Context: an optimization exercise on an open-source flow, tuned for small area. The choices shown serve that exercise and are no tape-out recipe. In this exercise RTL edits were held to simulation tests only and were not proved equivalent to the original. Power is estimated from default activity; no workload was simulated.

`run.sh`:
```
#!/bin/bash
# synth_recipe.tcl (not shown) runs the flow's synth.tcl, then flattens the netlist and writes it again
# the make line also repeats each setting of config.mk as NAME=value (left out here)
make -C /OpenROAD-flow-scripts/flow DESIGN_CONFIG=/design/flow/config.mk WORK_HOME=/design/flow/orfs CLKGATE_MAP_FILE= SYNTH_SCRIPT=/design/flow/synth_recipe.tcl finish
```
`config.mk`:
```
export PLATFORM = sky130hd
export DESIGN_NAME = regfile_scoreboard
export DESIGN_NICKNAME = regfile_scoreboard
export VERILOG_FILES = /design/flow/design.v
export SDC_FILE = /design/flow/constraint.sdc
export NUM_CORES = 4
export LEC_CHECK = 0
export CAP_MARGIN = 20
export CORE_MARGIN = 2
export CORE_UTILIZATION = 40
export PLACE_DENSITY = 0.6
export SLEW_MARGIN = 20
```
`constraint.sdc`:
```
create_clock -name core_clock -period 7.5 [get_ports {clk}]
set_input_delay 1.5000 -clock core_clock [delete_from_list [all_inputs] [get_ports {clk}]]
set_output_delay 1.5000 -clock core_clock [all_outputs]
set_load 0.01 [all_outputs]
```
`design.v`:
```
package regfile_scoreboard_pkg;
  localparam int DATA_W_DEF = 32;
  localparam int ADDR_W_DEF = 5;
  localparam int ZERO_IDX = 0;
endpackage
module rf_scoreboard
#(
  parameter int ADDR_W   = regfile_scoreboard_pkg::ADDR_W_DEF,
  parameter int ZERO_REG = 1
) (
  input  logic              clk,
  input  logic              rst_n,
  input  logic              iss_en,
  input  logic [ADDR_W-1:0] iss_addr,
  input  logic              wr_en,
  input  logic [ADDR_W-1:0] wr_addr,
  input  logic [ADDR_W-1:0] rd_addr1,
  input  logic [ADDR_W-1:0] rd_addr2,
  output logic              busy1,
  output logic              busy2,
  output logic [ADDR_W:0]   pend_cnt
);
  localparam int DEPTH = 2 ** ADDR_W;
  logic [DEPTH-1:0] pend;
  logic [DEPTH-1:0] pend_nxt;
  logic [ADDR_W:0]  cnt_nxt;
  always_comb begin
    pend_nxt = pend;
    if (wr_en)  pend_nxt[wr_addr]  = 1'b0;
    if (iss_en) pend_nxt[iss_addr] = 1'b1;
    if (ZERO_REG != 0) pend_nxt[regfile_scoreboard_pkg::ZERO_IDX] = 1'b0;
  end
  always_comb begin
    cnt_nxt = '0;
    for (int i = 0; i < DEPTH; i++) begin
      cnt_nxt = cnt_nxt + {{ADDR_W{1'b0}}, pend_nxt[i]};
    end
  end
  always_ff @(posedge clk) begin
    if (!rst_n) begin
      pend     <= '0;
      pend_cnt <= '0;
    end else begin
      pend     <= pend_nxt;
      pend_cnt <= cnt_nxt;
    end
  end
  assign busy1 = pend[rd_addr1] & ~(wr_en & (wr_addr == rd_addr1));
  assign busy2 = pend[rd_addr2] & ~(wr_en & (wr_addr == rd_addr2));
endmodule
module regfile_scoreboard
#(
  parameter int DATA_W   = regfile_scoreboard_pkg::DATA_W_DEF,
  parameter int ADDR_W   = regfile_scoreboard_pkg::ADDR_W_DEF,
  parameter int ZERO_REG = 1
) (
  input  logic              clk,
  input  logic              rst_n,
  input  logic [ADDR_W-1:0] rd_addr1,
  input  logic [ADDR_W-1:0] rd_addr2,
  output logic [DATA_W-1:0] rd_data1,
  output logic [DATA_W-1:0] rd_data2,
  input  logic              wr_en,
  input  logic [ADDR_W-1:0] wr_addr,
  input  logic [DATA_W-1:0] wr_data,
  input  logic              iss_en,
  input  logic [ADDR_W-1:0] iss_addr,
  output logic              busy1,
  output logic              busy2,
  output logic              stall,
  output logic [ADDR_W:0]   pend_cnt
);
  localparam int DEPTH = 2 ** ADDR_W;
  localparam logic [ADDR_W-1:0] ZERO_ADDR = ADDR_W'(regfile_scoreboard_pkg::ZERO_IDX);
  logic [DATA_W-1:0] mem [DEPTH];
  logic              wr_ok;
  assign wr_ok = wr_en && !((ZERO_REG != 0) && (wr_addr == ZERO_ADDR));
  always_ff @(posedge clk) begin
    if (!rst_n) begin
      for (int i = 0; i < DEPTH; i++) mem[i] <= '0;
    end else if (wr_ok) begin
      mem[wr_addr] <= wr_data;
    end
  end
  always_comb begin
    rd_data1 = mem[rd_addr1];
    if (wr_en && (wr_addr == rd_addr1))                    rd_data1 = wr_data;
    if ((ZERO_REG != 0) && (rd_addr1 == ZERO_ADDR))        rd_data1 = '0;
  end
  always_comb begin
    rd_data2 = mem[rd_addr2];
    if (wr_en && (wr_addr == rd_addr2))                    rd_data2 = wr_data;
    if ((ZERO_REG != 0) && (rd_addr2 == ZERO_ADDR))        rd_data2 = '0;
  end
  rf_scoreboard #(
    .ADDR_W   (ADDR_W),
    .ZERO_REG (ZERO_REG)
  ) u_sb (
    .clk      (clk),
    .rst_n    (rst_n),
    .iss_en   (iss_en),
    .iss_addr (iss_addr),
    .wr_en    (wr_en),
    .wr_addr  (wr_addr),
    .rd_addr1 (rd_addr1),
    .rd_addr2 (rd_addr2),
    .busy1    (busy1),
    .busy2    (busy2),
    .pend_cnt (pend_cnt)
  );
  assign stall = busy1 | busy2;
endmodule
```
==> results.txt, run 1 <==
Crit-path slowest cell - fa_1
R2R depth - 21
Final Hold Vio Count - 0
clock slew at reported path FFs - 0.06 ns
post-synthesis cell area - 58,900 sq um
antenna violations before repair - 30
hold worst-path end - u_sb.pend[20]
I/O Buffers - 128
max-cap check violation count - 0
clock sink count - 1,061
final net count - 4,480
Routed Antenna Nets - 0
Detailed Place HPWL - 149 mm
latest clock arrival within the worst-skew pair - 0.74 ns
commonest register cell after synthesis - edfxtp_1
DIE AREA - 150,000 sq um
Initial Utilization - 0.404
Register Area - 31,500 sq um
multi-input logic area - 25,800 sq um
syn_area_per_cell - 13.8 sq um
# setup viols final - 0
Max VDD drop - 0.189 mV
Core Util, Final - 0.463
critical path required time - 8.13 ns
Core Rows - 140
Pins Over Slew Limit - 0
CTS H-tree lvls - 3
hold_sp - u_sb.pend[20]
layout cells sized above 1 - 0.243
CTS tree - done
first-pass GRT wire length - 326 mm
Largest stage delay, worst path - 0.54 ns
PD cells - 219 nW/um^2
router iterations before antenna repair - 7
RSZ-0062 raised after global routing - false
# IOs - 129
most common cell after layout, fill and taps aside - edfxtp_1
reg-to-reg endpoint - u_sb.pend_cnt[4]
most used cell, CP - fa_1
Slew HR - 0.0456
EDFF count, synth - 1,024
result of the run - finished clean
Setup crit end kind - register
fmax - 138 MHz
CTS root buffer - clkbuf_16
drc violations - 0
hold depth - 2
setup TNS - 0 ns
DR iter-0 viols - 6,425
WL per Instance - 36.7 um
startpoint type of the worst setup path - input port
gpl congestion - 0.930
Critical Path Source - wr_addr[0]
Cell variety after synth - 70
Mapped Cells - 4,268
Layout Skew - 0.00218 ns
Die Width - 388 um
#FFs+latches synth - 1,061
Data arrival, critical path - 7.86 ns
Num CTS Buffers - 114
commonest cells after routing, fill and taps aside - 1,024 x edfxtp_1, 984 x and2_1, 416 x mux4_2, 284 x buf_4, 188 x mux2i_1
measured slew at the worst slew-check pin - 1.42 ns
Async SR Flop Fraction - 0
largest net degree at the start of global routing - 69
worst min path class - register to register
P&R area growth vs syn - 14.6%
vias per std cell - 6.54
Max Buffers Root-to-Sink - 3
Detailed Route WL - 235 mm
register area share after synthesis - 0.535
PostCTS Resize Cnt - 0
core box area - 146,000 sq um
Final Cycle Share - 0.963
P_leak - 23.4 nW
Min Hold Slack - 0.562 ns
synth warn - 2
FF-to-FF Start - u_sb.pend[2]
Hold-fix buffers, CTS - 0
fill count - 12.7k
GRT Overall Usage - 0.309
Setup Buffers After CTS - 0
vias in the first global route - 41.0k
chip height - 388 um
crit path kind - input port to register
CP max FO - 3
Vias - 41.9k
r2r setup slk - 2.15 ns
crit path time final - 7.23 ns
global route overflow - 0
## synthesized netlist by cell type, types with 23 or more instances
cell	count	area (sq um)
a211oi_1	25	188
a21oi_1	37	185
a221o_1	37	370
a221oi_1	44	385
a22oi_1	48	360
and2_1	986	6170
and3_1	27	169
buf_2	66	330
buf_4	33	248
buf_6	31	349
clkbuf_1	293	1100
dfxtp_1	37	741
edfxtp_1	1024	30700
fa_1	23	460
inv_1	50	188
mux2_2	78	878
mux2i_1	188	1880
mux4_2	416	9370
nand2_1	64	240
nand3_1	30	150
nor2_1	119	447
nor2b_1	43	269
nor3_1	143	716
nor4_1	33	206
o21ai_0	94	470
o22ai_1	75	469
## critical path: cells and delay by family
| kind | cells | cell delay, ns |
|---|---|---|
| xor gates and xnor gates | 1 | 0.06 |
| and+or+nand+nor | 5 | 0.73 |
| adders and majority gates | 10 | 4.07 |
| AOI/OAI and AO/OA | 3 | 0.62 |
| buffers and inverters | 6 | 0.85 |
## layout make-up
| type | count | area share |
|---|---|---|
| flip-flops and latches | 1061 | 0.466 |
| multi-input cells | 2712 | 0.382 |
| repair buffers | 441 | 0.0595 |
| clock buffers | 135 | 0.0437 |
| well taps | 1917 | 0.0355 |
| clock inverters | 73 | 0.00903 |
| inverters | 53 | 0.00295 |
| diodes | 21 | 0.000778 |
## worst max path at each step
| stage | end | slack [ns] | cells after the start |
|---|---|---|---|
| global placement | u_sb.pend_cnt[4] | -0.54 | 27 |
| finish | u_sb.pend_cnt[4] | 0.27 | 25 |
| global route | u_sb.pend_cnt[4] | 0.002 | 28 |
| detailed placement | u_sb.pend_cnt[4] | -0.54 | 27 |
| floorplan | u_sb.pend_cnt[4] | 0.01 | 28 |
| CTS | u_sb.pend_cnt[4] | 0.25 | 27 |
## kinds of logic after synthesis
kind of cell,count (synthesis),share of synthesized area
flops,1061,0.535
buf+inv,495,0.0399
simple gates,1501,0.149
compound gates,468,0.0561
mux,683,0.206
xor+xnor,19,0.00283
fa+ha+maj,41,0.0116
## per-stage QoR
stage / std cells / setup WS [ns] / instance area [sq um] / power [mW]
after floorplan: 4268 / 0.0128 / 58900 / 8.23
after global placement: 6181 / -0.543 / 63800 / 9.21
after detailed placement: 6182 / -0.543 / 63800 / 9.23
after CTS: 6390 / 0.247 / 67400 / 14.7
after global routing: 6402 / 0.00193 / 67500 / 15.1
final: 6413 / 0.274 / 67500 / 14.8
## where the power goes
part | internal [mW] | switching [mW] | total [mW] | leakage, nW
clock | 3.10 | 2.50 | 5.60 | 1.76
combinational | 0.881 | 1.33 | 2.21 | 11.6
sequential | 6.81 | 0.159 | 6.97 | 10.0
## routing by layer
layer / part of all wire / routed length [um] / GRT usage
met5: 0.0012 / 279 / 0.00957
met4: 0.053 / 12500 / 0.145
met3: 0.14 / 32300 / 0.0958
met2: 0.44 / 103000 / 0.454
met1: 0.37 / 87800 / 0.415
## state kept, by name, indices dropped and copies added (netlist names)
signal / count
u_sb.pend: 31
mem: 1024
u_sb.pend_cnt: 6
==> inputs of run 2 (changes only) <==
==> design.v (replaced) <==
package regfile_scoreboard_pkg;
  localparam int DATA_W_DEF = 32;
  localparam int ADDR_W_DEF = 5;
  localparam int ZERO_IDX = 0;
endpackage
module rf_ao222 (
  input  logic s0, d0,
  input  logic s1, d1,
  input  logic s2, d2,
  output logic y_n
);
  assign y_n = ~((s0 & d0) | (s1 & d1) | (s2 & d2));
endmodule
module regfile_scoreboard
#(
  parameter int DATA_W   = regfile_scoreboard_pkg::DATA_W_DEF,
  parameter int ADDR_W   = regfile_scoreboard_pkg::ADDR_W_DEF,
  parameter int ZERO_REG = 1
) (
  input  logic              clk,
  input  logic              rst_n,
  input  logic [ADDR_W-1:0] rd_addr1,
  input  logic [ADDR_W-1:0] rd_addr2,
  output logic [DATA_W-1:0] rd_data1,
  output logic [DATA_W-1:0] rd_data2,
  input  logic              wr_en,
  input  logic [ADDR_W-1:0] wr_addr,
  input  logic [DATA_W-1:0] wr_data,
  input  logic              iss_en,
  input  logic [ADDR_W-1:0] iss_addr,
  output logic              busy1,
  output logic              busy2,
  output logic              stall,
  output logic [ADDR_W:0]   pend_cnt
);
  localparam int DEPTH = 2 ** ADDR_W;
  localparam int LO    = (ZERO_REG != 0) ? regfile_scoreboard_pkg::ZERO_IDX + 1 : 0;
  localparam int NT    = DEPTH - LO + 1;
  localparam int NG    = (NT + 2) / 3;
  localparam int CW    = (ZERO_REG != 0) ? ADDR_W : ADDR_W + 1;
  logic [DEPTH-1:0]  wdec, rdec1, rdec2, idec;
  logic [DATA_W-1:0] mem [DEPTH];
  logic [DEPTH-1:0]  vld;
  logic [DEPTH-1:0]  pend;
  logic [CW-1:0]     cnt;
  always_comb begin
    for (int i = 0; i < DEPTH; i++) begin
      wdec[i]  = (i >= LO) && wr_en  && (wr_addr  == ADDR_W'(i));
      idec[i]  = (i >= LO) && iss_en && (iss_addr == ADDR_W'(i));
      rdec1[i] = (i >= LO) && (rd_addr1 == ADDR_W'(i));
      rdec2[i] = (i >= LO) && (rd_addr2 == ADDR_W'(i));
    end
  end
  always_ff @(posedge clk) begin
    for (int i = LO; i < DEPTH; i++)
      if (wdec[i]) mem[i] <= wr_data;
  end
  logic inc, dec;
  assign inc = |(idec & ~pend);
  assign dec = |(wdec & pend & ~idec);
  always_ff @(posedge clk) begin
    if (!rst_n) begin
      vld  <= '0;
      pend <= '0;
      cnt  <= '0;
    end else begin
      vld  <= vld | wdec;
      pend <= (pend & ~wdec) | idec;
      cnt  <= cnt + CW'(inc) - CW'(dec);
    end
  end
  assign pend_cnt = (ADDR_W + 1)'(cnt);
  logic [DEPTH-1:0] sel1, sel2;
  logic             byp1, byp2;
  assign sel1 = rdec1 & vld & ~wdec;
  assign sel2 = rdec2 & vld & ~wdec;
  assign byp1 = |(rdec1 & wdec);
  assign byp2 = |(rdec2 & wdec);
  logic [3*NG-1:0]   ts1, ts2;
  logic [DATA_W-1:0] td [3*NG];
  always_comb begin
    ts1 = '0;
    ts2 = '0;
    for (int t = 0; t < 3*NG; t++) td[t] = '0;
    for (int i = LO; i < DEPTH; i++) begin
      ts1[i-LO] = sel1[i];
      ts2[i-LO] = sel2[i];
      td[i-LO]  = mem[i];
    end
    ts1[NT-1] = byp1;
    ts2[NT-1] = byp2;
    td[NT-1]  = wr_data;
  end
  for (genvar b = 0; b < DATA_W; b++) begin : g_bit
    logic [NG-1:0] n1, n2;   
    for (genvar g = 0; g < NG; g++) begin : g_grp
      rf_ao222 u_p1 (
        .s0 (ts1[3*g]),   .d0 (td[3*g][b]),
        .s1 (ts1[3*g+1]), .d1 (td[3*g+1][b]),
        .s2 (ts1[3*g+2]), .d2 (td[3*g+2][b]),
        .y_n(n1[g])
      );
      rf_ao222 u_p2 (
        .s0 (ts2[3*g]),   .d0 (td[3*g][b]),
        .s1 (ts2[3*g+1]), .d1 (td[3*g+1][b]),
        .s2 (ts2[3*g+2]), .d2 (td[3*g+2][b]),
        .y_n(n2[g])
      );
    end
    assign rd_data1[b] = ~&n1;
    assign rd_data2[b] = ~&n2;
  end
  assign busy1 = |(rdec1 & pend & ~wdec);
  assign busy2 = |(rdec2 & pend & ~wdec);
  assign stall = busy1 | busy2;
endmodule
--- a/config.mk
+++ b/config.mk
@@ -10,3 +10,5 @@
 export CORE_UTILIZATION = 40
+export CTS_BUF_LIST = sky130_fd_sc_hd__clkbuf_4
 export PLACE_DENSITY = 0.6
 export SLEW_MARGIN = 20
+export SYNTH_HIERARCHICAL = 1
==> run 2 against run 1 <==
  * Critical endpoint is now rd_data1[28]
  * Fmax fell by 1.3%
  * Global-route usage rose by 1.5 points
  * Still clean
  * Critical path type is now input port to output port
  * Clock skew rose by 0.044 ns
  * Via count fell by 13%
  * Worst setup slack got worse by 0.092 ns
  * Area after synthesis fell by 26%
  * Largest power group unchanged
==> results.txt, run 2 <==
result of the run - finished clean
top cells by instance count after synthesis - 992 x edfxtp_1, 704 x a222oi_1, 203 x nand4_1
Core Rows - 120
Min Hold Slack - 0.467 ns
post-synthesis cell area - 43,400 sq um
Clock power frac - 0.406
setup TNS - 0 ns
Final Hold Vio Count - 0
Setup crit end kind - output port
Largest stage delay, worst path - 0.76 ns
logic gate share of total power - 0.053
Mapped Cells - 2,686
P_leak - 16.6 nW
switching share of power - 0.230
Pint - 9.37 mW
Synth Area in Simple Gates - 0.0776
Synth Area in Adders - 0.00190
CTS tree - done
startpoint type of the worst setup path - input port
post-synthesis xor/xnor area fraction - 0.00161
largest net degree at the start of global routing - 63
CTS root buffer - clkbuf_4
Place WS - 0.306 ns
crit path time final - 7.32 ns
measured slew at the worst slew-check pin - 1.31 ns
crit path kind - input port to output port
Cell Chain, Critical Path - clkdlybuf4s50_1 -> or3_1 -> o22ai_1 -> a211oi_1 -> a21oi_1 -> or4b_2 -> buf_12 -> a222oi_1 -> nand4_1 -> nor2_1 -> nand4_1 -> clkdlybuf4s50_1
most common cell after layout, fill and taps aside - edfxtp_1
chip height - 333 um
#FFs+latches synth - 1,059
Final Cycle Share - 0.976
gpl congestion - 0.997
Vias - 36.5k
Setup Buffers After CTS - 0
overall power - 12.2 mW
final net count - 3,441
RSZ-0062 raised after global routing - false
GRT Overall Usage - 0.324
Compound-Gate Fraction of Synth Area - 0.192
Cell variety after synth - 78
Final WS setup - 0.182 ns
clock slew at reported path FFs - 0.06 ns
vias per std cell - 7.35
Core Util, Final - 0.486
core box area - 107,000 sq um
I/O Buffers - 127
commonest cells after routing, fill and taps aside - 992 x edfxtp_1, 704 x a222oi_1, 405 x clkbuf_4, 203 x nand4_1, 172 x buf_4
biggest area consumer among synthesized cells - edfxtp_1
register area share after synthesis - 0.717
Max Buffers Root-to-Sink - 4
DIE AREA - 111,000 sq um
largest family of logic cells by synthesized area - compound AO/OA/AOI/OAI gates
fmax - 137 MHz
synth warn - 11
first-pass GRT wire length - 257 mm
DP Cell Count - 4,493
Critical Path Source - rd_addr1[0]
mux cell area share after synthesis - 0.000231
Largest Register - mem
biggest regs - mem x992, pend x31, vld x31
Max VDD drop - 0.125 mV
antenna violations before repair - 12
worst min path class - register to register
Hold-fix buffers, CTS - 0
Initial Utilization - 0.404
CTS H-tree lvls - 5
vias in the first global route - 36.3k
Data arrival, critical path - 5.82 ns
drc violations - 0
PostCTS Resize Cnt - 0
router iterations before antenna repair - 14
FF-to-FF Start - pend[2]
critical path required time - 6.00 ns
Slew HR - 0.123
Layout Skew - 0.0462 ns
PD cells - 233 nW/um^2
switching power - 2.80 mW
syn_area_per_cell - 16.2 sq um
top-count cell post-synth - edfxtp_1
layout cells sized above 1 - 0.209
Crit-path slowest cell - clkdlybuf4s50_1
P&R area growth vs syn - 20.3%
Die Width - 333 um
Async SR Flop Fraction - 0
hold_sp - vld[23]
# IOs - 129
DR iter-0 viols - 8,453
Routed Antenna Nets - 0
WL per Instance - 37.4 um
commonest register cell after synthesis - edfxtp_1
top cells by area, synth - edfxtp_1 69%, a222oi_1 16%, dfxtp_1 3.1%, nand4_1 2.9%, nand2_1 1.1%
Detailed Route WL - 185 mm
max-cap check violation count - 0
global route overflow - 0
Seq pwr share - 0.541
Post-Layout Cell Count - 4,965
share of the synthesized area in the top cell type - 0.687
CP max FO - 32
post-route design area - 52,200 sq um
# setup viols final - 0
Placed Area - 48,800 sq um
EDFF count, synth - 992
clock sink count - 1,059
max reg flops - 992
Num CTS Buffers - 286
latest clock arrival within the worst-skew pair - 1.18 ns
Detailed Place HPWL - 108 mm
Pins Over Slew Limit - 0
==> run 2: cell count changes in the layout (fill, tap and decap cells not counted), moves of 78 or more <==
cell / delta
nor3_1: -129
clkbuf_16: -115
a222oi_1: +704
mux2i_1: -187
conb_1: +129
and2_1: -976
mux2_2: -78
nand4_1: +201
mux4_2: -416
buf_4: -112
clkbuf_4: +405
==> run 2: per-layer routing <==
metal / part of all wire / vias up / wire length [um] / GRT usage
met5: 0.00035 / - / 65 / 0
met3: 0.16 / 703 / 29700 / 0.118
li1: - / 14300 / - / -
met1: 0.34 / 18000 / 63500 / 0.401
met2: 0.44 / 3562 / 82300 / 0.494
met4: 0.054 / 8 / 9980 / 0.176
==> run 2: cell type report <==
type,instances,area [sq um]
inverters,39,146
well taps,1403,1760
repair buffers,328,3070
clock inverters,54,317
flip-flops and latches,1059,31100
fillers,9155,55200
diodes,12,30.0
clock buffers,405,3040
multi-input cells,1665,12700
==> run 2: modules after synthesis, one instance, submodules excluded <==
module / flip-flops and latches / cells inside / area (sq um) / copies in the design
rf_ao222: 0 / 1 / 10.0 / 704
regfile_scoreboard: 1059 / 1982 / 36300 / 1
==> run 2: logic make-up after synthesis <==
family,count (synthesis)
other cells,1
mux,1
simple gates,632
flops,1059
buf+inv,90
compound gates,889
xor+xnor,8
fa+ha+maj,6
==> run 2: power groups by stage <==
stage                     sequential, mW  clock (mW)  combinational, mW
final                               6.58        4.94              0.649
after global routing                6.58        5.29              0.680
after CTS                           6.58        4.99              0.634
after detailed placement            6.71           0              0.632
after global placement              6.70           0              0.617
after floorplan                     6.70           0              0.263
==> run 2: worst paths after layout <==
path         slack [ns]            to  cells past startpoint
max                0.18  rd_data1[28]                     12
min                0.47       vld[23]                      1
max reg2reg        4.44        cnt[4]                     12
min reg2reg        0.47       vld[23]                      1
==> run 2: worst max-delay path, delay by kind of cell <==
kind	cells	cell delay, ns
simple gates	5	1.90
buf+inv	3	1.58
compound gates	4	0.79
==> inputs of run 3 (changes only) <==
--- a/config.mk
+++ b/config.mk
@@ -10,3 +10,2 @@
 export CORE_UTILIZATION = 40
-export CTS_BUF_LIST = sky130_fd_sc_hd__clkbuf_4
 export PLACE_DENSITY = 0.6
==> run 3 against run 2 <==
  * Still clean
  * Wire length decreased by 0.96%
  * Clock power increased by 12%
  * Sequential cell count unchanged
  * Register-to-register slack got worse by 0.12 ns
  * Cell count decreased by 5.4%
  * Critical path depth decreased by 2
  * Non-clock buffer count decreased by 1
  * Global-route usage decreased by 0.37 points
  * First-iteration DRC count decreased by 2.9%
  * Core utilization increased by 0.23 points
  * Sequential power about the same
  * Clock skew decreased by 0.038 ns
  * Critical endpoint is now rd_data1[24]
  * Largest power group unchanged
==> results.txt, run 3 <==
result of the run - finished clean
Largest stage delay, worst path - 0.71 ns
switching share of power - 0.220
Core Rows - 120
Clock power frac - 0.435
FF-to-FF Start - pend[2]
P_leak - 16.3 nW
Pint - 9.98 mW
Global Route met2 Usage - 0.488
final net count - 3,261
Vias - 35.4k
DR iter-0 viols - 8,206
EDFF count, synth - 992
Seq pwr share - 0.515
Slew HR - 0.157
r2r setup slk - 4.32 ns
Top delay family on crit path - simple AND/OR/NAND/NOR gates
Final Hold Vio Count - 0
CTS tree - done
reg-to-reg endpoint - cnt[4]
biggest regs - mem x992, pend x31, vld x31
fill count - 8,990
worst min path class - register to register
most common cell after layout, fill and taps aside - edfxtp_1
largest net degree at the start of global routing - 63
GRT busiest layer - met2
Crit-path slowest cell - o21ai_0
antenna violations before repair - 5
crit path time final - 7.36 ns
Post-Layout Cell Count - 4,696
met3 usage - 0.115
PostCTS Resize Cnt - 0
latest clock arrival within the worst-skew pair - 0.69 ns
measured slew at the worst slew-check pin - 1.26 ns
Final Cycle Share - 0.981
max reg flops - 992
CTS root buffer - clkbuf_16
DP Cell Count - 4,493
switching power - 2.81 mW
#FFs+latches synth - 1,059
Hold-fix buffers, CTS - 0
drc violations - 0
Detailed Route WL - 184 mm
Critical Path End - rd_data1[24]
P&R area growth vs syn - 20.8%
Cell Chain, Critical Path - clkdlybuf4s50_1 -> nand4bb_1 -> o21ai_0 -> nor3_2 -> buf_4 -> a222oi_1 -> nand4_1 -> nor2_1 -> nand4_1 -> clkdlybuf4s50_1
clock sink count - 1,059
fmax - 136 MHz
gpl congestion - 0.997
I/O Buffers - 127
Worst Path Buf+Inv - 3
CTS H-tree lvls - 3
Detailed Place HPWL - 108 mm
core box area - 107,000 sq um
Max Buffers Root-to-Sink - 3
crit path kind - input port to output port
router iterations before antenna repair - 13
vias per std cell - 7.54
setup TNS - 0 ns
post-synthesis cell area - 43,400 sq um
Layout Skew - 0.00839 ns
Die Width - 333 um
Setup crit end kind - output port
chip height - 333 um
Cell variety after synth - 78
RSZ-0062 raised after global routing - false
startpoint type of the worst setup path - input port
global route overflow - 0
top-count cell post-synth - edfxtp_1
first-pass GRT wire length - 254 mm
Num CTS Buffers - 107
share of the synthesized area in the top cell type - 0.687
Routed Antenna Nets - 0
top cells by instance count after synthesis - 992 x edfxtp_1, 704 x a222oi_1, 203 x nand4_1
# setup viols final - 0
# IOs - 129
Data arrival, critical path - 5.86 ns
Pins Over Slew Limit - 0
PD cells - 244 nW/um^2
Max VDD drop - 0.200 mV
clock slew at reported path FFs - 0.06 ns
register area share after synthesis - 0.717
Async SR Flop Fraction - 0
Initial Utilization - 0.404
R2R depth - 12
vias in the first global route - 34.8k
GR Util met1 - 0.404
logic gate share of total power - 0.051
max-cap check violation count - 0
Critical Path Source - wr_addr[2]
synth warn - 11
GRT Overall Usage - 0.320
Largest Register - mem
top cells by area, synth - edfxtp_1 69%, a222oi_1 16%, dfxtp_1 3.1%, nand4_1 2.9%, nand2_1 1.1%
critical path required time - 6.00 ns
layout cells sized above 1 - 0.145
WL per Instance - 39.1 um
WP depth - 10
biggest area consumer among synthesized cells - edfxtp_1
CP max FO - 13
Mapped Cells - 2,686
commonest cells after routing, fill and taps aside - 992 x edfxtp_1, 704 x a222oi_1, 203 x nand4_1, 172 x buf_4, 132 x nand2_1
Setup Buffers After CTS - 0
commonest register cell after synthesis - edfxtp_1
syn_area_per_cell - 16.2 sq um
DIE AREA - 111,000 sq um
-- run 3: cell counts after synthesis --
Identical to the previous run, type by type.
-- run 3: per-stage QoR --
stage | worst slack, ns | hold WS [ns] | cell area [sq um] | power (mW) | utilization
finish | 0.143 | 0.468 | 52400 | 12.8 | 0.488
global route | 0.101 | 0.484 | 52400 | 13.1 | 0.488
CTS | 0.298 | 0.467 | 52400 | 12.8 | 0.489
detailed placement | 0.306 | 0.453 | 48800 | 7.34 | 0.455
global placement | 0.294 | 0.446 | 48800 | 7.32 | 0.455
floorplan | 0.951 | 0.434 | 43900 | 6.96 | -
-- run 3: layout make-up --
class / count / area (sq um) / area share
Clock buffer: 123 / 2760 / 0.0526
Timing Repair Buffer: 327 / 3060 / 0.0584
Antenna cell: 3 / 7.51 / 0.000143
Multi-Input combinational cell: 1665 / 12700 / 0.242
Tap cell: 1403 / 1760 / 0.0335
Inverter: 39 / 146 / 0.00279
Clock inverter: 77 / 881 / 0.0168
Sequential cell: 1059 / 31100 / 0.594
-- run 3: worst min path at each step --
stage	startpoint	end	slack (ns)	cells past startpoint
global route	vld[3]	vld[3]	0.48	1
floorplan	vld[18]	vld[18]	0.43	1
finish	vld[11]	vld[11]	0.47	1
CTS	vld[3]	vld[3]	0.47	1
detailed placement	vld[14]	vld[14]	0.45	1
global placement	vld[3]	vld[3]	0.45	1
-- run 3: power groups by stage --
stage / clock, mW / sequential (mW) / combinational (mW)
final: 5.55 / 6.58 / 0.647
after global routing: 5.81 / 6.59 / 0.679
after CTS: 5.58 / 6.58 / 0.634
after detailed placement: 0 / 6.71 / 0.632
after global placement: 0 / 6.70 / 0.617
after floorplan: 0 / 6.70 / 0.263
-- run 3: metal layers --
| layer | wire length (um) | share of wire |
|---|---|---|
| met2 | 80500 | 0.44 |
| met4 | 10400 | 0.057 |
| met1 | 63900 | 0.35 |
| met5 | 281 | 0.0015 |
| met3 | 28600 | 0.16 |
-- run 3: per-module statistics from Yosys, one instance, submodules excluded --
module,times used,cells
regfile_scoreboard,1,1982
rf_ao222,704,1
-- run 3: cell families (layout without fill, tap and decap cells) --
| group | after synthesis | count (layout) | share of synthesized area |
|---|---|---|---|
| other | 1 | 132 | 0.0000864 |
| adders and majority gates | 6 | 6 | 0.00190 |
| buffers and inverters | 90 | 566 | 0.00891 |
| and+or+nand+nor | 632 | 632 | 0.0776 |
| DFF | 1059 | 1059 | 0.717 |
| AOI/OAI and AO/OA | 889 | 889 | 0.192 |
| xor gates and xnor gates | 8 | 8 | 0.00161 |
| muxes | 1 | 1 | 0.000231 |
-- run 3: worst reg2reg max path: cells and delay by family, from the launching register on --
kind                     cells  cell delay [ns]
adder cells (fa/ha/maj)      3             0.96
AND/OR/NAND/NOR              5             1.20
buffers and inverters        1             0.05
XOR/XNOR                     1             0.09
AO/OA/AOI/OAI                2             0.36
flip-flops                   1             0.40
==> inputs of run 4 (changes only) <==
--- a/design.v
+++ b/design.v
@@ -12,2 +12,9 @@
   assign y_n = ~((s0 & d0) | (s1 & d1) | (s2 & d2));
+endmodule
+module rf_ao22 (
+  input  logic s0, d0,
+  input  logic s1, d1,
+  output logic y_n
+);
+  assign y_n = ~((s0 & d0) | (s1 & d1));
 endmodule
@@ -78,8 +85,5 @@
   assign byp2 = |(rdec2 & wdec);
-  logic [3*NG-1:0]   ts1, ts2;
-  logic [DATA_W-1:0] td [3*NG];
+  logic [NT-1:0]     ts1, ts2;
+  logic [DATA_W-1:0] td [NT];
   always_comb begin
-    ts1 = '0;
-    ts2 = '0;
-    for (int t = 0; t < 3*NG; t++) td[t] = '0;
     for (int i = LO; i < DEPTH; i++) begin
@@ -96,14 +100,30 @@
     for (genvar g = 0; g < NG; g++) begin : g_grp
-      rf_ao222 u_p1 (
-        .s0 (ts1[3*g]),   .d0 (td[3*g][b]),
-        .s1 (ts1[3*g+1]), .d1 (td[3*g+1][b]),
-        .s2 (ts1[3*g+2]), .d2 (td[3*g+2][b]),
-        .y_n(n1[g])
-      );
-      rf_ao222 u_p2 (
-        .s0 (ts2[3*g]),   .d0 (td[3*g][b]),
-        .s1 (ts2[3*g+1]), .d1 (td[3*g+1][b]),
-        .s2 (ts2[3*g+2]), .d2 (td[3*g+2][b]),
-        .y_n(n2[g])
-      );
+      if (3*g + 2 < NT) begin : g_3
+        rf_ao222 u_p1 (
+          .s0 (ts1[3*g]),   .d0 (td[3*g][b]),
+          .s1 (ts1[3*g+1]), .d1 (td[3*g+1][b]),
+          .s2 (ts1[3*g+2]), .d2 (td[3*g+2][b]),
+          .y_n(n1[g])
+        );
+        rf_ao222 u_p2 (
+          .s0 (ts2[3*g]),   .d0 (td[3*g][b]),
+          .s1 (ts2[3*g+1]), .d1 (td[3*g+1][b]),
+          .s2 (ts2[3*g+2]), .d2 (td[3*g+2][b]),
+          .y_n(n2[g])
+        );
+      end else if (3*g + 1 < NT) begin : g_2
+        rf_ao22 u_p1 (
+          .s0 (ts1[3*g]),   .d0 (td[3*g][b]),
+          .s1 (ts1[3*g+1]), .d1 (td[3*g+1][b]),
+          .y_n(n1[g])
+        );
+        rf_ao22 u_p2 (
+          .s0 (ts2[3*g]),   .d0 (td[3*g][b]),
+          .s1 (ts2[3*g+1]), .d1 (td[3*g+1][b]),
+          .y_n(n2[g])
+        );
+      end else begin : g_1
+        assign n1[g] = ~(ts1[3*g] & td[3*g][b]);
+        assign n2[g] = ~(ts2[3*g] & td[3*g][b]);
+      end
     end
==> flow/run.sh (new file) <==
#!/bin/bash
# Own layout flow: the standard ORFS flow (standard.sh) with three changes,
# passed to ORFS through its own environment variables:
#   - clock tree: no dummy loads, clkbuf_16 only, sink clusters of up to 30
#     flip-flops within 80 um (fewer, fuller leaf buffers)
#   - port buffers: every input and output port still gets a buffer, but the
#     plain buf_1 instead of a clkdlybuf4s50_1 delay cell
#   - power recovery after global routing (downsizes cells with slack)
# The make output goes to flow_make.log in the work folder; each ORFS step
# writes its full log under orfs/logs/.
set -euo pipefail
export CTS_ARGS="-sink_clustering_enable -repair_clock_nets -dont_use_dummy_load -buf_list sky130_fd_sc_hd__clkbuf_16 -sink_clustering_size 30 -sink_clustering_max_diameter 80"
export BUFFER_PORTS_ARGS="-buffer_cell sky130_fd_sc_hd__buf_1"
export RECOVER_POWER=100
bash standard.sh > flow_make.log 2>&1
==> standard.sh (new file) <==
#!/bin/bash
# synth_recipe.tcl (not shown) runs the flow's synth.tcl, then flattens the netlist and writes it again
# the make line also repeats each setting of config.mk as NAME=value (left out here)
make -C /OpenROAD-flow-scripts/flow DESIGN_CONFIG=/design/flow/config.mk WORK_HOME=/design/flow/orfs CLKGATE_MAP_FILE= SYNTH_SCRIPT=/design/flow/synth_recipe.tcl "${@:-finish}"
removed: run.sh
==> run 4 against run 3 <==
  * The layout now fails its checks (capacitance limit, slew limit)
  * Sequential power is essentially flat
  * Total power shrank 22%
  * Final area decreased by 9.0%
  * Core utilization is 4.8 points lower
  * Cell count decreased by 6.8%
  * Synthesized cell count unchanged
  * Die area grew 0.37%
  * Global-route usage shrank 0.30 points
  * Largest cell class unchanged
==> results.txt, run 4 <==
result of the run - failed layout checks
Failing Checks - capacitance limit, slew limit
met3 usage - 0.110
critical path required time - 8.07 ns
GRT Overall Usage - 0.317
largest net degree at the start of global routing - 63
Setup crit end kind - register
Global Route met2 Usage - 0.490
latest clock arrival within the worst-skew pair - 0.66 ns
CTS H-tree lvls - 2
Initial Utilization - 0.402
layout cells sized above 1 - 0.0746
share of the synthesized area in the top cell type - 0.684
top cells by instance count after synthesis - 992 x edfxtp_1, 640 x a222oi_1, 203 x nand4_1
hold_sp - vld[29]
crit path time final - 7.11 ns
biggest regs - mem x992, pend x31, vld x31
reg-to-reg endpoint - cnt[4]
crit path kind - input port to register
clock sink count - 1,059
FF-to-FF Start - pend[20]
Layout Skew - 0.0431 ns
Async SR Flop Fraction - 0
hold worst-path end - vld[29]
CTS root buffer - clkbuf_16
drc violations - 0
Num CTS Buffers - 47
DR iter-0 viols - 8,468
vias in the first global route - 33.7k
clock slew at reported path FFs - 0.10 ns
Seq pwr share - 0.660
setup TNS - 0 ns
measured slew at the worst slew-check pin - 3.90 ns
Cell variety after synth - 79
gpl congestion - 0.953
Max VDD drop - 0.160 mV
DIE AREA - 112,000 sq um
final net count - 3,025
GRT busiest layer - met2
Place WS - 0.700 ns
Detailed Place HPWL - 102 mm
Data arrival, critical path - 7.68 ns
top cells by area, synth - edfxtp_1 68%, a222oi_1 15%, dfxtp_1 3.1%, nand4_1 2.9%, a22oi_2 1.8%
r2r setup slk - 4.55 ns
fmax - 141 MHz
Placed Area - 47,100 sq um
Final WS setup - 0.393 ns
CP max FO - 34
# setup viols final - 0
I/O Buffers - 127
commonest cells after routing, fill and taps aside - 992 x edfxtp_1, 640 x a222oi_1, 203 x nand4_1, 133 x nand2_1, 109 x buf_1
Die Width - 334 um
RSZ-0062 raised after global routing - false
hold depth - 1
startpoint type of the worst setup path - input port
CTS tree - done
Clock power frac - 0.289
Cell Chain, Critical Path - clkbuf_1 -> nor2b_1 -> nand2_1 -> clkinv_1 -> clkbuf_1 -> nand3_1 -> nand4_1 -> nor4_1 -> nand3_1 -> ha_1 -> inv_1 -> ha_1 -> fa_1 -> a21o_1 -> a21oi_1 -> xnor2_1 -> and2_1
Max Buffers Root-to-Sink - 3
router iterations before antenna repair - 13
max reg flops - 992
switching share of power - 0.218
Routed Antenna Nets - 0
Worst Path Buf+Inv - 4
WL per Instance - 41.7 um
P_leak - 13.9 nW
vias per std cell - 7.83
chip height - 334 um
max-cap check violation count - 39
most common cell after layout, fill and taps aside - edfxtp_1
core box area - 108,000 sq um
antenna violations before repair - 8
post-route design area - 47,700 sq um
Final Cycle Share - 0.948
top-count cell post-synth - edfxtp_1
biggest area consumer among synthesized cells - edfxtp_1
Pins Over Slew Limit - 1,309
Vias - 34.3k
# IOs - 129
post-synthesis cell area - 43,500 sq um
Crit-path slowest cell - clkbuf_1
worst min path class - register to register
PD cells - 209 nW/um^2
Largest stage delay, worst path - 2.74 ns
Core Rows - 121
Min Hold Slack - 0.469 ns
EDFF count, synth - 992
register area share after synthesis - 0.715
GR Util met1 - 0.395
R2R depth - 13
synth warn - 11
#FFs+latches synth - 1,059
global route overflow - 0
PostCTS Resize Cnt - 0
Largest Register - mem
Hold-fix buffers, CTS - 0
syn_area_per_cell - 16.2 sq um
Mapped Cells - 2,686
logic gate share of total power - 0.051
first-pass GRT wire length - 251 mm
Final Hold Vio Count - 0
switching power - 2.18 mW
Pint - 7.80 mW
commonest register cell after synthesis - edfxtp_1
Setup Buffers After CTS - 0
Slew HR - -1.60
Top delay family on crit path - buffers and inverters
P&R area growth vs syn - 9.56%
Detailed Route WL - 183 mm
[run 4: cell count changes after synthesis]
| cell | previous run | this run |
|---|---|---|
| a222oi_1 | 704 | 640 |
| a22oi_2 | 0 | 64 |
[run 4: per-stage QoR]
step           total power, mW  utilization  std cells
3_3_place_gp              7.21        0.434       4328
4_1_cts                   10.0        0.445       4375
3_5_place_dp              7.23        0.434       4328
6_report                  9.97        0.440       4379
2_1_floorplan             6.94            -       2686
5_1_grt                   10.2        0.440       4377
[run 4: area by class of cell]
class                           count  area, sq um
Clock buffer                       47         1180
Antenna cell                        4         10.0
Tap cell                         1414         1770
Inverter                           39          146
Sequential cell                  1059        31100
Multi-Input combinational cell   1537        12100
Fill cell                        9586        60700
Timing Repair Buffer              279         1420
[run 4: cell families (layout without fill, tap and decap cells)]
group,Yosys count,in the layout,synth area share
other,1,5,0.0000861
XOR/XNOR,8,8,0.00161
flip-flops,1059,1059,0.715
multiplexers,1,1,0.000230
buffers and inverters,90,365,0.00888
AO/OA/AOI/OAI,889,889,0.195
AND/OR/NAND/NOR,632,632,0.0773
adder cells (fa/ha/maj),6,6,0.00190
[run 4: worst max-delay path by stage]
stage                           start      endpoint  slack (ns)  cells after the start
after global placement    rd_addr1[0]   rd_data1[1]        0.74                     14
after global routing       wr_addr[0]        cnt[4]        0.26                     17
after floorplan            wr_addr[1]   rd_data2[0]        0.15                     14
final                      wr_addr[1]        cnt[4]        0.39                     17
after detailed placement  rd_addr1[0]  rd_data1[19]        0.70                     14
after CTS                 rd_addr1[0]   rd_data1[1]        0.71                     14
[run 4: power groups by stage]
| stage | combinational, mW | clock [mW] | sequential, mW |
|---|---|---|---|
| floorplan | 0.246 | 0 | 6.70 |
| global placement | 0.509 | 0 | 6.70 |
| detailed placement | 0.521 | 0 | 6.70 |
| CTS | 0.523 | 2.91 | 6.57 |
| global route | 0.538 | 3.09 | 6.59 |
| finish | 0.507 | 2.89 | 6.58 |
[run 4: metal layers]
layer / vias up / routed length (um)
met3: 683 / 29100
li1: 13200 / -
met5: - / 93
met1: 17100 / 61900
met2: 3355 / 80300
met4: 8 / 11100
[run 4: modules after synthesis, one instance, submodules excluded]
module | flops+latches | times used
regfile_scoreboard | 1059 | 1
rf_ao22 | 0 | 64
rf_ao222 | 0 | 640
==> inputs of run 5 (changes only) <==
--- a/design.v
+++ b/design.v
@@ -64,5 +64,14 @@
   end
+  logic wr_hit1, wr_hit2, iss_hit_wr;    
+  logic p_rd1, p_rd2, p_wr, p_iss;       
+  assign wr_hit1    = wr_en && (wr_addr == rd_addr1);
+  assign wr_hit2    = wr_en && (wr_addr == rd_addr2);
+  assign iss_hit_wr = iss_en && (iss_addr == wr_addr);
+  assign p_rd1 = |(rdec1 & pend);
+  assign p_rd2 = |(rdec2 & pend);
+  assign p_wr  = |(wdec & pend);
+  assign p_iss = |(idec & pend);
   logic inc, dec;
-  assign inc = |(idec & ~pend);
-  assign dec = |(wdec & pend & ~idec);
+  assign inc = (|idec) & ~p_iss;
+  assign dec = p_wr & ~iss_hit_wr;
   always_ff @(posedge clk) begin
@@ -83,4 +92,4 @@
   assign sel2 = rdec2 & vld & ~wdec;
-  assign byp1 = |(rdec1 & wdec);
-  assign byp2 = |(rdec2 & wdec);
+  assign byp1 = wr_hit1 && (|rdec1);
+  assign byp2 = wr_hit2 && (|rdec2);
   logic [NT-1:0]     ts1, ts2;
@@ -132,4 +141,4 @@
   end
-  assign busy1 = |(rdec1 & pend & ~wdec);
-  assign busy2 = |(rdec2 & pend & ~wdec);
+  assign busy1 = p_rd1 & ~wr_hit1;
+  assign busy2 = p_rd2 & ~wr_hit2;
   assign stall = busy1 | busy2;
--- a/flow/run.sh
+++ b/flow/run.sh
@@ -1,3 +1,3 @@
 #!/bin/bash
-# Own layout flow: the standard ORFS flow (standard.sh) with three changes,
+# Own layout flow: the standard ORFS flow (standard.sh) with two changes,
 # passed to ORFS through its own environment variables:
@@ -7,3 +7,2 @@
 #     plain buf_1 instead of a clkdlybuf4s50_1 delay cell
-#   - power recovery after global routing (downsizes cells with slack)
 # The make output goes to flow_make.log in the work folder; each ORFS step
@@ -13,3 +12,2 @@
 export BUFFER_PORTS_ARGS="-buffer_cell sky130_fd_sc_hd__buf_1"
-export RECOVER_POWER=100
 bash standard.sh > flow_make.log 2>&1
--- a/config.mk
+++ b/config.mk
@@ -11,2 +11,3 @@
 export PLACE_DENSITY = 0.6
+export SETUP_SLACK_MARGIN = 0.5
 export SLEW_MARGIN = 20
==> run 5 against run 4 <==
  * The run now finishes clean
  * Sequential power barely moved
  * Via count down 2.6%
  * Wire length shrank 6.8%
  * Global-route usage is 2.1 points lower
  * Clock-buffer cell count unchanged
  * First-iteration DRC count down 4.2%
==> results.txt, run 5 <==
result of the run - finished clean
syn_area_per_cell - 16.6 sq um
DR iter-0 viols - 8,111
Max VDD drop - 0.174 mV
synth warn - 11
core box area - 107,000 sq um
RSZ-0062 raised after global routing - false
post-synthesis cell area - 43,400 sq um
Vias - 33.4k
P&R area growth vs syn - 10.9%
Setup Buffers After CTS - 0
max-cap check violation count - 0
Crit-path slowest cell - nor3_2
Final Cycle Share - 0.858
CTS H-tree lvls - 2
Seq pwr share - 0.668
Pins Over Slew Limit - 0
vias in the first global route - 33.1k
clock sink count - 1,059
I/O Buffers - 127
Cell variety after synth - 73
# setup viols final - 0
Clock power frac - 0.293
logic gate share of total power - 0.039
top cells by instance count after synthesis - 992 x edfxtp_1, 640 x a222oi_1, 196 x nand4_1
share of the synthesized area in the top cell type - 0.687
layout cells sized above 1 - 0.131
# IOs - 129
fmax - 155 MHz
Setup crit end kind - output port
DIE AREA - 111,000 sq um
Mapped Cells - 2,609
GRT busiest layer - met2
Layout Skew - 0.0314 ns
chip height - 333 um
Detailed Route WL - 170 mm
GR Util met1 - 0.375
register area share after synthesis - 0.718
GRT Overall Usage - 0.296
hold_sp - vld[23]
Cell Chain, Critical Path - buf_1 -> nor2b_1 -> and3_1 -> nand2_1 -> nand2_1 -> nor3_2 -> buf_4 -> a222oi_1 -> nand4_1 -> nor2_1 -> nand4_1 -> buf_1
met3 usage - 0.0955
critical path required time - 6.00 ns
FF-to-FF Start - pend[1]
Largest stage delay, worst path - 0.95 ns
Detailed Place HPWL - 97.6 mm
biggest area consumer among synthesized cells - edfxtp_1
CP max FO - 15
commonest register cell after synthesis - edfxtp_1
Slew HR - 0.216
Place WS - 1.30 ns
global route overflow - 0
EDFF count, synth - 992
startpoint type of the worst setup path - input port
CTS root buffer - clkbuf_16
gpl congestion - 0.930
crit path time final - 6.43 ns
setup TNS - 0 ns
Hold-fix buffers, CTS - 0
Num CTS Buffers - 47
Die Width - 333 um
Initial Utilization - 0.404
PD cells - 204 nW/um^2
router iterations before antenna repair - 13
latest clock arrival within the worst-skew pair - 0.65 ns
Max Buffers Root-to-Sink - 3
max reg flops - 992
worst min path class - register to register
biggest regs - mem x992, pend x31, vld x31
final net count - 2,957
first-pass GRT wire length - 237 mm
Data arrival, critical path - 4.93 ns
top cells by area, synth - edfxtp_1 69%, a222oi_1 15%, dfxtp_1 3.1%, nand4_1 2.8%, a22oi_2 1.8%
CTS tree - done
Pint - 7.75 mW
switching power - 2.09 mW
antenna violations before repair - 3
crit path kind - input port to output port
top-count cell post-synth - edfxtp_1
Critical Path Source - wr_addr[1]
WL per Instance - 39.6 um
Global Route met2 Usage - 0.455
P_leak - 14.2 nW
switching share of power - 0.212
PostCTS Resize Cnt - 0
Final Hold Vio Count - 0
commonest cells after routing, fill and taps aside - 992 x edfxtp_1, 640 x a222oi_1, 196 x nand4_1, 157 x buf_4, 126 x buf_1
Async SR Flop Fraction - 0
r2r setup slk - 4.25 ns
vias per std cell - 7.76
Routed Antenna Nets - 0
Core Rows - 120
#FFs+latches synth - 1,059
drc violations - 0
Largest Register - mem
Final WS setup - 1.07 ns
largest net degree at the start of global routing - 68
most common cell after layout, fill and taps aside - edfxtp_1
clock slew at reported path FFs - 0.07 ns
measured slew at the worst slew-check pin - 1.17 ns
## run 5: changes by cell type in the layout (fill, tap and decap cells not counted), moves of 14 or more
cell      before  now
a21boi_0      30    1
a22oi_1       61   38
a22oi_2        6   64
buf_1        109  126
buf_4         88  157
clkbuf_1      77    0
inv_1         27   13
inv_2          1   21
mux2i_1        1   16
nand2_1      133   79
nand3_1       47   25
nor2b_1       14   44
o21ai_0       24    4
o22ai_1       32    5
## run 5: kinds of logic after synthesis
logic type,count (synthesis),share of synthesized area
XOR/XNOR,19,0.00384
AO/OA/AOI/OAI,841,0.190
buffers and inverters,93,0.00943
other,1,0.0000864
AND/OR/NAND/NOR,565,0.0712
adder cells (fa/ha/maj),6,0.00190
multiplexers,25,0.00611
flip-flops,1059,0.718
## run 5: final cells by class
class,count,area [sq um]
inverter,44,168
clock buffer,47,1180
sequential,1059,31100
tap,1403,1760
multi-input combinational,1457,12200
timing repair buffer,286,1700
fill,9322,59200
antenna,4,10.0
## run 5: power by group through the flow
stage / logic, mW / clock network, mW / registers [mW]
floorplan: 0.156 / 0 / 6.70
global placement: 0.360 / 0 / 6.70
detailed placement: 0.374 / 0 / 6.70
CTS: 0.374 / 2.91 / 6.57
global route: 0.402 / 3.09 / 6.58
finish: 0.380 / 2.88 / 6.57
## run 5: routing by layer
| metal | vias to the layer above | wire, um |
|---|---|---|
| met1 | 16700 | 59000 |
| met3 | 633 | 26000 |
| met5 | - | 213 |
| met2 | 3192 | 75900 |
| met4 | 8 | 9180 |
| li1 | 12900 | - |
## run 5: stage by stage
step	cells	area, sq um	hold slack [ns]	util	total power, mW
2_1_floorplan	2609	43400	0.441	-	6.85
3_3_place_gp	4249	46900	0.446	0.437	7.06
3_5_place_dp	4249	46900	0.453	0.437	7.08
4_1_cts	4296	48100	0.469	0.448	9.85
5_1_grt	4296	48100	0.491	0.448	10.1
6_report	4300	48100	0.469	0.448	9.83
## run 5: worst max-delay path, delay by kind of cell
kind	cells	cell delay, ns
buf+inv	3	1.23
simple gates	8	2.00
compound gates	1	0.16
## run 5: worst paths after layout
| check | cells past startpoint | end |
|---|---|---|
| min reg2reg | 1 | vld[23] |
| max reg2reg | 15 | cnt[4] |
| max | 12 | rd_data2[29] |
| min | 1 | vld[23] |
## run 5: Yosys stat by module, one instance, submodules excluded
module              flip-flops and latches  copies in the design  cells
rf_ao222                                 0                   640      1
regfile_scoreboard                    1059                     1   1905
rf_ao22                                  0                    64      1
==> inputs of run 6 (changes only) <==
--- a/design.v
+++ b/design.v
@@ -19,2 +19,11 @@
   assign y_n = ~((s0 & d0) | (s1 & d1));
+endmodule
+module rf_hold (
+  input  logic we,
+  input  logic we_n,
+  input  logic d,
+  input  logic q,
+  output logic y
+);
+  assign y = (we & d) | (we_n & q);
 endmodule
@@ -60,5 +69,19 @@
   end
+  logic [DEPTH-1:0]  wdec_n;
+  logic [DATA_W-1:0] mem_d [DEPTH];
+  assign wdec_n = ~wdec;
+  for (genvar i = LO; i < DEPTH; i++) begin : g_reg
+    for (genvar b = 0; b < DATA_W; b++) begin : g_bit
+      rf_hold u_hold (
+        .we   (wdec[i]),
+        .we_n (wdec_n[i]),
+        .d    (wr_data[b]),
+        .q    (mem[i][b]),
+        .y    (mem_d[i][b])
+      );
+    end
+  end
   always_ff @(posedge clk) begin
     for (int i = LO; i < DEPTH; i++)
-      if (wdec[i]) mem[i] <= wr_data;
+      mem[i] <= mem_d[i];
   end
==> run 6 against run 5 <==
  * Final area down 1.5%
  * Clock-buffer cell count unchanged
  * Die area fell by 3.0%
  * Clock power rose by 4%
  * Fmax fell by 7.7%
  * Critical path type unchanged
  * Global-route usage rose by 8.2 points
  * Hold slack better by 0.0041 ns
  * Critical path depth stayed put
  * Still clean
  * Worst setup slack lost 0.53 ns
  * Register-to-register slack better by 0.14 ns
  * Via count rose by 29%
  * Largest cell class is now multi-input combinational cells
  * Non-clock buffer count up 24
==> results.txt, run 6 <==
result of the run - finished clean
critical path required time - 6.00 ns
first-pass GRT wire length - 297 mm
post-synthesis cell area - 42,000 sq um
Max Buffers Root-to-Sink - 3
CTS root buffer - clkbuf_16
biggest area consumer among synthesized cells - dfxtp_1
Largest Register - mem
Initial Utilization - 0.405
CTS H-tree lvls - 2
Detailed Place HPWL - 122 mm
P&R area growth vs syn - 12.8%
router iterations before antenna repair - 14
core box area - 104,000 sq um
Detailed Route WL - 213 mm
commonest register cell after synthesis - dfxtp_1
Die Width - 328 um
vias in the first global route - 39.5k
Num CTS Buffers - 47
Final Cycle Share - 0.929
global route overflow - 0
clock sink count - 1,059
PD cells - 250 nW/um^2
Async SR Flop Fraction - 0
vias per std cell - 8.14
GRT Overall Usage - 0.378
Pins Over Slew Limit - 0
Setup Buffers After CTS - 0
fmax - 144 MHz
M1 WL - 77.7 mm
top cells by area, synth - dfxtp_1 50%, a22o_1 21%, a222oi_1 15%, nand4_1 2.9%, a22oi_2 1.9%
register area share after synthesis - 0.504
Routed Antenna Nets - 0
Routed met2 length - 84.0 mm
startpoint type of the worst setup path - input port
r2r setup slk - 4.39 ns
syn_area_per_cell - 11.7 sq um
RSZ-0062 raised after global routing - false
PostCTS Resize Cnt - 0
I/O Buffers - 127
share of the synthesized area in the top cell type - 0.504
DIE AREA - 108,000 sq um
clock slew at reported path FFs - 0.08 ns
Cell variety after synth - 62
# setup viols final - 0
Mapped Cells - 3,600
Slew HR - 0.262
largest net degree at the start of global routing - 68
uppermost layer routed - met5
fill count - 9,630
Final Hold Vio Count - 0
drc violations - 0
setup TNS - 0 ns
max reg flops - 992
latest clock arrival within the worst-skew pair - 0.67 ns
# IOs - 129
Final WS setup - 0.533 ns
Vias - 43.0k
Place WS - 0.862 ns
Data arrival, critical path - 5.47 ns
#FFs+latches synth - 1,059
measured slew at the worst slew-check pin - 1.11 ns
WL per Instance - 40.3 um
Setup crit end kind - output port
Hold-fix buffers, CTS - 0
top cells by instance count after synthesis - 1,059 x dfxtp_1, 995 x a22o_1, 642 x a222oi_1
met3 WL post-DR - 35.6 mm
commonest cells after routing, fill and taps aside - 1,059 x dfxtp_1, 995 x a22o_1, 642 x a222oi_1, 197 x nand4_1, 180 x buf_4
top-count cell post-synth - dfxtp_1
Core Rows - 118
Layout Skew - 0.0488 ns
max-cap check violation count - 0
Core Util, Final - 0.456
final net count - 3,969
CTS tree - done
CP max FO - 32
most common cell after layout, fill and taps aside - dfxtp_1
worst min path class - register to register
DR iter-0 viols - 11.4k
gpl congestion - 0.973
crit path time final - 6.97 ns
crit path kind - input port to output port
Max VDD drop - 0.187 mV
P_leak - 17.8 nW
antenna violations before repair - 15
chip height - 328 um
EDFF count, synth - 0
layout cells sized above 1 - 0.114
biggest regs - mem x992, pend x31, vld x31
synth warn - 12
## run 6: changes by cell type in the layout (fill, tap and decap cells not counted), moves of 10 or more
| cell | delta |
|---|---|
| nor3_2 | -21 |
| clkbuf_2 | +33 |
| nor4_4 | +19 |
| nand3_1 | -10 |
| edfxtp_1 | -992 |
| buf_1 | -33 |
| nand2_1 | -18 |
| nor2_4 | +26 |
| a22o_1 | +994 |
| dfxtp_1 | +992 |
| buf_4 | +23 |
## run 6: area by class of cell
cell class / count / area [sq um] / area share
multi-input combinational: 2444 / 21200 / 0.447
sequential: 1059 / 21200 / 0.447
timing repair buffer: 310 / 1930 / 0.0407
tap: 1380 / 1730 / 0.0364
clock buffer: 47 / 1180 / 0.0248
inverter: 45 / 169 / 0.00356
antenna: 4 / 10.0 / 0.000211
## run 6: where the power goes
group	leakage, nW	switching [mW]	internal, mW
combinational	8.38	0.564	0.765
clock	0.579	1.87	1.13
sequential	8.80	0.863	6.68
total	17.8	3.30	8.58
## run 6: per-module statistics from Yosys (local to each module, per instance)
module / copies in the design / flip-flops and latches
rf_ao22: 64 / 0
regfile_scoreboard: 1 / 1059
rf_hold: 992 / 0
rf_ao222: 640 / 0
## run 6: cell families (layout without fill, tap and decap cells)
| group | after synthesis | in the layout | synth area share |
|---|---|---|---|
| flip-flops | 1059 | 1059 | 0.504 |
| adder cells (fa/ha/maj) | 6 | 6 | 0.00196 |
| AO/OA/AOI/OAI | 1835 | 1835 | 0.402 |
| multiplexers | 18 | 18 | 0.00476 |
| AND/OR/NAND/NOR | 565 | 565 | 0.0740 |
| buffers and inverters | 97 | 402 | 0.00911 |
| XOR/XNOR | 19 | 19 | 0.00396 |
| other | 1 | 5 | 0.0000892 |
## run 6: critical path, cell delays in order
cell	delay, ns
buf_1	0.35
nand4bb_1	0.55
nor2_4	0.24
clkinv_1	0.11
nand2_1	0.18
nor4_4	0.05
buf_4	0.33
a222oi_1	0.51
nand4_1	0.48
nor2_1	0.69
nand4_1	0.22
buf_1	0.19
## run 6: through the flow
step                hold WS [ns]  total power, mW  std cells  instance area (sq um)
floorplan                  0.441             8.35       3600                  42200
global placement           0.447             8.85       5238                  46200
detailed placement         0.453             8.91       5238                  46200
CTS                        0.472             11.8       5285                  47400
global route               0.480             12.3       5286                  47400
finish                     0.473             11.9       5289                  47400
## run 6: metal layers
metal | vias up | GRT usage
met5 | - | 0.00266
met4 | 9 | 0.222
met3 | 897 | 0.156
met2 | 4154 | 0.522
met1 | 21000 | 0.490
li1 | 16900 | -
## run 6: path summary, 6_finish.rpt
path | cells after the start | from | to
setup / recovery | 12 | wr_en | rd_data1[23]
hold / removal | 1 | vld[1] | vld[1]
setup reg to reg | 16 | pend[29] | cnt[4]
hold reg to reg | 1 | vld[1] | vld[1]
==> inputs of run 7 (changes only) <==
==> flow/run.sh (replaced) <==
#!/bin/bash
# Own layout flow: the standard ORFS flow (standard.sh) with two changes,
# passed to ORFS through its own environment variables:
#   - clock tree: no dummy loads, clkbuf_16 only, sink clusters of up to 25
#     flip-flops within 70 um (fewer, fuller leaf buffers)
#   - port buffers: every input and output port still gets a buffer, but the
#     plain buf_1 instead of a clkdlybuf4s50_1 delay cell
# The make output goes to flow_make.log in the work folder; each ORFS step
# writes its full log under orfs/logs/.
set -euo pipefail
export CTS_ARGS="-sink_clustering_enable -repair_clock_nets -dont_use_dummy_load -buf_list sky130_fd_sc_hd__clkbuf_16 -sink_clustering_size 25 -sink_clustering_max_diameter 70"
export BUFFER_PORTS_ARGS="-buffer_cell sky130_fd_sc_hd__buf_1"
bash standard.sh > flow_make.log 2>&1
--- a/config.mk
+++ b/config.mk
@@ -10,3 +10,3 @@
 export CORE_UTILIZATION = 40
-export PLACE_DENSITY = 0.6
+export PLACE_DENSITY = 0.75
 export SETUP_SLACK_MARGIN = 0.5
==> run 7 against run 6 <==
  * Still clean
  * Fmax decreased by 1.4%
  * Global-route usage is 2.9 points lower
  * Register-to-register slack is essentially flat
  * Critical path type unchanged
  * Largest cell class unchanged
==> results.txt, run 7 <==
Detailed Route WL - 199 mm
largest net degree at the start of global routing - 68
switching share of power - 0.271
Layout Skew - 0.0472 ns
Seq pwr share - 0.630
worst min path class - register to register
PD cells - 252 nW/um^2
Largest Register - mem
Register Area - 21,200 sq um
Final Cycle Share - 0.942
startpoint type of the worst setup path - input port
Routed Antenna Nets - 0
Final WS setup - 0.436 ns
biggest regs - mem x992, pend x31, vld x31
Top delay family on crit path - simple AND/OR/NAND/NOR gates
commonest register cell after synthesis - dfxtp_1
EDFF count, synth - 0
# IOs - 129
Largest stage delay, worst path - 0.75 ns
Die Width - 328 um
vias per std cell - 8.18
RSZ-0062 raised after global routing - false
Final Hold Vio Count - 0
CP max FO - 27
DR iter-0 viols - 11.2k
most common cell after layout, fill and taps aside - dfxtp_1
final net count - 3,971
measured slew at the worst slew-check pin - 1.11 ns
CTS H-tree lvls - 2
critical path required time - 6.00 ns
overall power - 12.0 mW
Max VDD drop - 0.217 mV
Vias - 43.4k
post-route design area - 47,600 sq um
switching power - 3.25 mW
Num CTS Buffers - 54
first-pass GRT wire length - 281 mm
Cell variety after synth - 62
r2r setup slk - 4.39 ns
share of the synthesized area in the top cell type - 0.504
Min Hold Slack - 0.474 ns
router iterations before antenna repair - 17
Setup crit end kind - output port
Worst Path Buf+Inv - 3
syn_area_per_cell - 11.7 sq um
crit path kind - input port to output port
Core Rows - 118
Async SR Flop Fraction - 0
CTS root buffer - clkbuf_16
core box area - 104,000 sq um
top cells by instance count after synthesis - 1,059 x dfxtp_1, 995 x a22o_1, 642 x a222oi_1
antenna violations before repair - 27
crit path time final - 7.06 ns
P&R area growth vs syn - 13.1%
CTS tree - done
setup TNS - 0 ns
global route overflow - 0
Mapped Cells - 3,600
Crit-path slowest cell - buf_1
gpl congestion - 0.961
layout cells sized above 1 - 0.111
result of the run - finished clean
fmax - 142 MHz
WL per Instance - 37.5 um
drc violations - 0
fill count - 9,563
DIE AREA - 108,000 sq um
Data arrival, critical path - 5.56 ns
vias in the first global route - 40.5k
Place WS - 0.703 ns
chip height - 328 um
max-cap check violation count - 0
P_leak - 17.8 nW
synth warn - 12
clock slew at reported path FFs - 0.07 ns
multi-input logic area - 21,200 sq um
post-synthesis cell area - 42,000 sq um
GRT Overall Usage - 0.349
Clock power frac - 0.260
Pins Over Slew Limit - 0
commonest cells after routing, fill and taps aside - 1,059 x dfxtp_1, 995 x a22o_1, 642 x a222oi_1, 197 x nand4_1, 176 x buf_4
Initial Utilization - 0.405
latest clock arrival within the worst-skew pair - 0.65 ns
Pint - 8.73 mW
max reg flops - 992
clock sink count - 1,059
top cells by area, synth - dfxtp_1 50%, a22o_1 21%, a222oi_1 15%, nand4_1 2.9%, a22oi_2 1.9%
# setup viols final - 0
Placed Area - 46,200 sq um
Slew HR - 0.257
#FFs+latches synth - 1,059
logic gate share of total power - 0.110
register area share after synthesis - 0.504
biggest area consumer among synthesized cells - dfxtp_1
I/O Buffers - 127
Cell Chain, Critical Path - buf_1 -> nand3b_1 -> nor4_4 -> buf_4 -> a222oi_1 -> nand4_1 -> nor2_1 -> nand4_1 -> buf_1
top-count cell post-synth - dfxtp_1
Max Buffers Root-to-Sink - 3
Detailed Place HPWL - 110 mm
==> run 7: changes by cell type in the layout (fill, tap and decap cells not counted), moves of 2 or more <==
cell       previous run  this run
clkinv_1              9         7
buf_4               180       176
inv_2                15         5
inv_4                 0         2
buf_1                93       103
nor2_1               80        78
clkbuf_16            47        54
inv_1                21        31
clkbuf_2             34        24
diode_2               4        11
==> run 7: stage by stage <==
stage                util  std cells
floorplan               -       3600
global placement    0.444       5231
detailed placement  0.444       5231
CTS                 0.457       5285
global route        0.458       5293
finish              0.458       5298
==> run 7: final cells by class <==
| class | count | area share |
|---|---|---|
| timing repair buffer | 305 | 0.0393 |
| tap | 1380 | 0.0363 |
| inverter | 45 | 0.00366 |
| antenna | 11 | 0.000579 |
| sequential | 1059 | 0.446 |
| clock buffer | 54 | 0.0284 |
| multi-input combinational | 2444 | 0.446 |
==> run 7: per-module statistics from Yosys, one instance, submodules excluded <==
module,cells inside,times used,area [sq um],flip-flops and latches
rf_ao22,1,64,12.5,0
rf_ao222,1,640,10.0,0
rf_hold,1,992,8.76,0
regfile_scoreboard,1904,1,26200,1059
==> run 7: cells by family (layout without fill, tap and decap cells) <==
logic type,Yosys count,count (layout),synth area share
AO/OA/AOI/OAI,1835,1835,0.402
multiplexers,18,18,0.00476
AND/OR/NAND/NOR,565,565,0.0740
XOR/XNOR,19,19,0.00396
other,1,12,0.0000892
flip-flops,1059,1059,0.504
buffers and inverters,97,404,0.00911
adder cells (fa/ha/maj),6,6,0.00196
==> run 7: timing repair <==
| action | 4_1_cts | 5_1_grt |
|---|---|---|
| resized for setup | 0 | 8 |
| hold buffers | 0 | 0 |
| endpoints found under the setup margin | 0 | 47 |
| setup buffers | 0 | 2 |
==> run 7: final timing paths <==
kind,from,to,depth (start not counted)
worst max-delay path,rd_addr1[1],rd_data1[29],9
worst min-delay path,vld[19],vld[19],1
worst max register to register,pend[19],cnt[4],15
worst min register to register,vld[19],vld[19],1
==> run 7: layer usage <==
metal  wire [um]  GRT usage  up-vias
met5         309     0.0164        -
met4       18500      0.261       32
met3       35900      0.150     1142
met2       76700      0.475     4558
met1       67100      0.432    20700
li1            -          -    17000
==> run 7: power groups by stage <==
stage	clock, mW	combinational [mW]	sequential [mW]
finish	3.12	1.32	7.54
global route	3.29	1.41	7.65
CTS	3.09	1.29	7.49
detailed placement	0	1.28	7.60
global placement	0	1.22	7.56
floorplan	0	0.953	7.39
==> run 7: worst register-to-register path: stages, from the launching register on <==
cell and delay (ns):
dfxtp_1 0.39, mux2_2 0.29, a32oi_1 0.18, nand4_1 0.12, nor3_1 0.30, a21oi_1 0.16, ha_1 0.32, inv_1 0.06
ha_1 0.15, inv_1 0.05, fa_1 0.41, inv_1 0.08, a21o_1 0.11, a21oi_1 0.07, xnor2_1 0.12, and2_1 0.15

## static timing again, ports no longer ideal
The results above use ideal ports. As a check the final layouts listed here were re-extracted and re-timed, cells and wires unchanged. Step 1, drivers: a clkbuf_16 drives clk and a buf_2 each remaining input, both assumed. Step 2 times the ports against the registers' clock, not the clock port: input delays grow and output delays shrink by t, the midpoint of the rising clock arrivals with the driver on. Three values: ideal ports, drivers, drivers and shift; two values: the first two.
run | shift t [ns] | slack for setup (ns) | hold WS [ns] | clock arrival spread, ns | cell pins on the clock port's net
run 1 | 0.829 | 0.274 / 0.318 / -0.511 | 0.562 / 0.562 / 0.562 | 0.048 / 0.048 | 1
run 2 | 1.221 | 0.182 / 0.146 / 0.146 | 0.467 / 0.467 / 0.467 | 0.119 / 0.119 | 1
run 3 | 0.752 | 0.143 / 0.116 / 0.116 | 0.468 / 0.468 / 0.468 | 0.037 / 0.037 | 1
run 4 | 0.713 | 0.393 / 0.432 / -0.277 | 0.469 / 0.469 / 0.469 | 0.066 / 0.066 | 1
run 5 | 0.707 | 1.067 / 1.040 / 1.040 | 0.469 / 0.469 / 0.469 | 0.079 / 0.079 | 1
run 6 | 0.730 | 0.533 / 0.492 / 0.492 | 0.473 / 0.473 / 0.473 | 0.083 / 0.083 | 1
run 7 | 0.725 | 0.436 / 0.368 / 0.368 | 0.474 / 0.474 / 0.474 | 0.107 / 0.107 | 1
For run 1, which loses most, drivers alone change the setup slack by +0.044 ns; drivers and shift together by -0.785 ns.
